Context: an optimization exercise on an open-source flow, tuned for small area and a short achievable clock period. The choices shown serve that exercise and are no tape-out recipe. The RTL was checked by simulation tests, not by an equivalence proof against the original design. No activity file was given, so power comes from the tool's default toggle rates.

## double_ended_queue
module double_ended_queue #(
  parameter int DEPTH      = 16,
  parameter int DATA_WIDTH = 32
) (
  input  logic clk,
  input  logic rst,
  input  logic s_tvalid,
  output logic s_tready,
  input  logic [((DATA_WIDTH+7)/8)*8-1:0] s_tdata,
  input  logic [dq_pkg::FUNC_W-1:0] s_tuser,
  output logic m_tvalid,
  input  logic m_tready,
  output logic [((DATA_WIDTH+3+$clog2(DEPTH+1)+7)/8)*8-1:0] m_tdata
);
==> flow/config.mk <==
export PLATFORM = sky130hd
export DESIGN_NAME = double_ended_queue
export DESIGN_NICKNAME = double_ended_queue
export VERILOG_FILES = /design/flow/design.v
export SDC_FILE = /design/flow/constraint.sdc
export NUM_CORES = 4
export LEC_CHECK = 0
export CAP_MARGIN = 20
export CORE_MARGIN = 2
export CORE_UTILIZATION = 45
export CTS_BUF_LIST = sky130_fd_sc_hd__clkbuf_8
export CTS_CLUSTER_DIAMETER = 45
export CTS_CLUSTER_SIZE = 16
export SETUP_SLACK_MARGIN = 2.0
export SLEW_MARGIN = 20
==> flow/constraint.sdc <==
create_clock -name core_clock -period 4.5 [get_ports {clk}]
set_input_delay 0.9000 -clock core_clock [delete_from_list [all_inputs] [get_ports {clk}]]
set_output_delay 0.9000 -clock core_clock [all_outputs]
set_load 0.01 [all_outputs]
standard.sh (not shown) runs the stock make flow with config.mk's settings and CLKGATE_MAP_FILE= SYNTH_SCRIPT=/design/flow/synth_recipe.tcl, a recipe that flattens the netlist after the stock synthesis.
==> flow/flow/run.sh <==
#!/bin/bash
cp standard.sh standard_sh.txt
export BUFFER_PORTS_ARGS="-buffer_cell sky130_fd_sc_hd__buf_2"
bash standard.sh > standard.log 2>&1
Edit:
==> flow/run.sh (new file) <==
#!/bin/bash
# synth_recipe.tcl (not shown) runs the flow's synth.tcl, then flattens the netlist and writes it again
# the make line also repeats each setting of config.mk as NAME=value (left out here)
make -C /OpenROAD-flow-scripts/flow DESIGN_CONFIG=/design/flow/config.mk WORK_HOME=/design/flow/orfs CLKGATE_MAP_FILE= SYNTH_SCRIPT=/design/flow/synth_recipe.tcl finish
Settings changed: CORE_UTILIZATION 45 to 30, CTS_BUF_LIST sky130_fd_sc_hd__clkbuf_8 to not set, CTS_CLUSTER_DIAMETER 45 to not set, CTS_CLUSTER_SIZE 16 to not set.
removed: flow/flow/run.sh
removed: flow/standard.sh
What happened:
- cell area goes up by 6.5%
- flip-flop and latch count does not change
- critical path depth goes up by 1
- total power grows by 9.0%
Edit:
==> flow/flow/run.sh (new file) <==
#!/bin/bash
cp standard.sh standard_sh.txt
export BUFFER_PORTS_ARGS="-buffer_cell sky130_fd_sc_hd__buf_2"
bash standard.sh > standard.log 2>&1
==> flow/standard.sh (new file) <==
#!/bin/bash
# synth_recipe.tcl (not shown) runs the flow's synth.tcl, then flattens the netlist and writes it again
# the make line also repeats each setting of config.mk as NAME=value (left out here)
make -C /OpenROAD-flow-scripts/flow DESIGN_CONFIG=/design/flow/config.mk WORK_HOME=/design/flow/orfs CLKGATE_MAP_FILE= SYNTH_SCRIPT=/design/flow/synth_recipe.tcl "${@:-finish}"
Settings changed: CTS_BUF_LIST set to sky130_fd_sc_hd__clkbuf_8, CTS_CLUSTER_DIAMETER set to 50, CTS_CLUSTER_SIZE set to 20.
removed: flow/run.sh
The new run ran to the end with no violations.
Design area goes down by 6.3%.
First-iteration DRC count goes down by 3.4%.
Wire length fell by 4.8%.
Sequential power hardly moves.
Area after synthesis does not change.
Setup slack is better by 0.0034 ns.
Global-route usage shrinks by 0.82 points.
Power decreases by 15%.
Utilization shrinks by 2.4 points.
Sequential share of layout area rose by 4.3 points.
Edit:
Settings changed: ABC_AREA set to 1, CTS_CLUSTER_DIAMETER 50 to 45, CTS_CLUSTER_SIZE 20 to 16.
After rerunning:
- The changed run ran to the end with no violations
- clock power grows by a few percent
- critical path depth shrinks by 3
- first-iteration DRC count shrinks by a few percent
- via count grows by about a fifth
- area after synthesis grows by roughly a tenth
Edit:
Settings changed: ABC_AREA 1 to not set, ABC_CLOCK_PERIOD_IN_PS set to 1200.
The changed run completed without violations; first-iteration DRC count is higher by about 4%; count of clock-buffer cells in the layout grows by 1; wire length came out lower by 2.5%.

========
Another version of the RTL of double_ended_queue (not shown whole).
For scale: roughly 1300 cells after synthesis, about 580 flip-flops, ~81 I/O pins, roughly 22000 um2 of cells after synthesis.
Settings: LEC_CHECK=0, CAP_MARGIN=0, CORE_MARGIN=2, CORE_UTILIZATION=30, CTS_BUF_LIST=sky130_fd_sc_hd__clkbuf_16, CTS_CLUSTER_DIAMETER=70, CTS_CLUSTER_SIZE=30, SETUP_SLACK_MARGIN=2.2, SLEW_MARGIN=0; clock period 4.5 ns.
==> flow/flow/run.sh <==
#!/bin/bash
cp standard.sh standard_sh.txt
export BUFFER_PORTS_ARGS="-buffer_cell sky130_fd_sc_hd__buf_2"
bash standard.sh > standard.log 2>&1
The first run finished clean.
Then changed:
--- a/flow/config.mk
+++ b/flow/config.mk
@@ -11,3 +11,3 @@
-export CTS_BUF_LIST = sky130_fd_sc_hd__clkbuf_16
-export CTS_CLUSTER_DIAMETER = 70
-export CTS_CLUSTER_SIZE = 30
+export CTS_BUF_LIST = sky130_fd_sc_hd__clkbuf_8
+export CTS_CLUSTER_DIAMETER = 45
+export CTS_CLUSTER_SIZE = 16
After rerunning: Power goes up by 1.1%; cell count went up by 0.90%; non-clock buffer count drops by 17; register-to-register slack gets worse by 0.07 ns; worst setup slack is about the same; cell area goes down by 0.90%; fmax stays flat; global-route usage rose by 0.14 points; synthesized area stays the same; die area is unchanged.

========
run 1:
RTL: one of the versions met above, not the one the previous note started from.
For scale: ~1,200 cells after synthesis, about 21,000 um^2 of cells after synthesis.
==> flow/config.mk <==
export PLATFORM = sky130hd
export DESIGN_NAME = double_ended_queue
export DESIGN_NICKNAME = double_ended_queue
export VERILOG_FILES = /design/flow/design.v
export SDC_FILE = /design/flow/constraint.sdc
export NUM_CORES = 4
export LEC_CHECK = 0
export CAP_MARGIN = 20
export CORE_MARGIN = 2
export CORE_UTILIZATION = 30
export CTS_BUF_LIST = sky130_fd_sc_hd__clkbuf_8
export CTS_CLUSTER_DIAMETER = 45
export CTS_CLUSTER_SIZE = 16
export SETUP_SLACK_MARGIN = 2.15
export SLEW_MARGIN = 20
==> flow/constraint.sdc <==
create_clock -name core_clock -period 4.5 [get_ports {clk}]
set_input_delay 0.9000 -clock core_clock [delete_from_list [all_inputs] [get_ports {clk}]]
set_output_delay 0.9000 -clock core_clock [all_outputs]
set_load 0.01 [all_outputs]
Scripts as last shown in full above: flow/flow/run.sh
Input changes introduced in run 2 (baseline for comparison: run 1):
- SETUP_SLACK_MARGIN: 2.15 -> 2.0
- CTS_CLUSTER_SIZE: 16 -> unset
- CTS_BUF_LIST: sky130_fd_sc_hd__clkbuf_8 -> unset
- CTS_CLUSTER_DIAMETER: 45 -> unset
[summary]
Per the final summary, run 1 finished and its layout is clean on timing, DRC and antenna.
Run 2: PASS, flow complete, no timing, DRC or antenna violations
Delta (run 2 minus run 1): clock network fraction of total power now sits higher, setup slack increased by 0.012 ns relative to the old numbers, highest clock rate increased 0.49%, total power went up by about 16%.
Input-level comparison between run 3 and run 2:
- putting CTS_CLUSTER_SIZE at 16 where nothing was set
- swapping 2.0 for 1.8 in SETUP_SLACK_MARGIN
- putting CTS_BUF_LIST at sky130_fd_sc_hd__clkbuf_8 where nothing was set
- putting CTS_CLUSTER_DIAMETER at 45 where nothing was set
## What came out
- Run 2 → run 3: global-route usage held steady, time the final worst path needs with I/O delays and setup has increased.
- Wire length after detailed routing for run 3 is higher than for run 2.
Here is what was changed in the inputs of run 4 compared with run 3.
- a change of SETUP_SLACK_MARGIN from 1.8 to 2.3
- an added TNS_END_PERCENT of 5
--- outcome ---
- Run 4 finished all stages; the layout is clean.
- Worst vdd rail ir drop (run 3 / run 4): 0.71
- Compared with run 3, wire length on met2 in run 4 increased by more than 10%.
- Cmp run 4 vs run 3: final non-filler cell area higher in run 4
- Comparing the two runs side by side, run 4 comes out behind run 3 on post-route worst hold slack.
- Of the two candidates, run 3 has the worse setup slack and run 4 the better one.
- Global-route wire length before repair (run 4 vs. run 3) increases by more than 10%
- Going from run 3 to run 4, the ratio of cells with drive above 1 in the final layout was found to have gone up by 11 points.
- met2 track demand over resource in global routing was higher in run 4 than in run 3.
- Run 3 → run 4: time the final worst path needs with I/O delays and setup moved down; DRC violation total after the first TritonRoute iteration saw a decrease; cell count grew by about 5.5%.

[separate check: timing with driven ports]
The flow's constraints put no driver on any port. The routed layouts listed below were extracted and timed again, unchanged, in two steps. Step 1 (the two cells are an assumption about what drives the block):
set clk [get_ports {clk}]
set_driving_cell -lib_cell sky130_fd_sc_hd__clkbuf_16 $clk
set_driving_cell -lib_cell sky130_fd_sc_hd__buf_2 [delete_from_list [all_inputs] $clk]
Step 2 moves the port delays by t, midway between the first and last clock arrival at a register: inputs arrive t later, outputs are due t later. That takes back most of the time a late clock gives input paths. Slacks: ideal / step 1 / step 2; pairs: ideal / step 1.
| run | t (ns) | slack for setup (ns) | hold WS [ns] | worst slew at a driven data input, ns | pins driven straight from the clock port |
|---|---|---|---|---|---|
| the first run of note 1 | 0.720 | 2.012 / 2.017 / 1.318 | 0.517 / 0.484 / 0.549 | 0.09 | 1 |
| the second run of note 1 | 0.670 | 2.025 / 1.976 / 1.396 | 0.496 / 0.496 / 0.496 | 0.14 | 1 |
| the third run of note 1 | 0.716 | 2.028 / 2.042 / 1.348 | 0.533 / 0.495 / 0.553 | 0.13 | 1 |
| the fourth run of note 1 | 0.702 | 1.961 / 1.961 / 1.624 | 0.475 / 0.448 / 0.626 | 0.09 | 1 |
| the fifth run of note 1 | 0.720 | 2.043 / 2.059 / 1.350 | 0.491 / 0.462 / 0.551 | 0.12 | 1 |
| the first run of note 2 | 0.655 | 2.180 / 2.068 / 1.412 | 0.533 / 0.526 / 0.533 | 0.17 | 1 |
| the second run of note 2 | 0.716 | 2.179 / 2.156 / 1.440 | 0.520 / 0.486 / 0.529 | 0.11 | 1 |
| run 1 | 0.738 | 2.038 / 2.038 / 1.362 | 0.489 / 0.459 / 0.553 | 0.11 | 1 |
| run 2 | 0.663 | 2.050 / 2.050 / 1.418 | 0.543 / 0.534 / 0.543 | 0.12 | 1 |
| run 3 | 0.706 | 1.860 / 1.860 / 1.223 | 0.529 / 0.498 / 0.533 | 0.11 | 1 |
| run 4 | 0.752 | 1.971 / 1.971 / 1.257 | 0.500 / 0.470 / 0.548 | 0.12 | 1 |
After both steps every run listed still meets setup and hold. For the first run of note 2, which loses most, drivers alone change the setup slack by -0.112 ns; drivers and shift together by -0.768 ns.
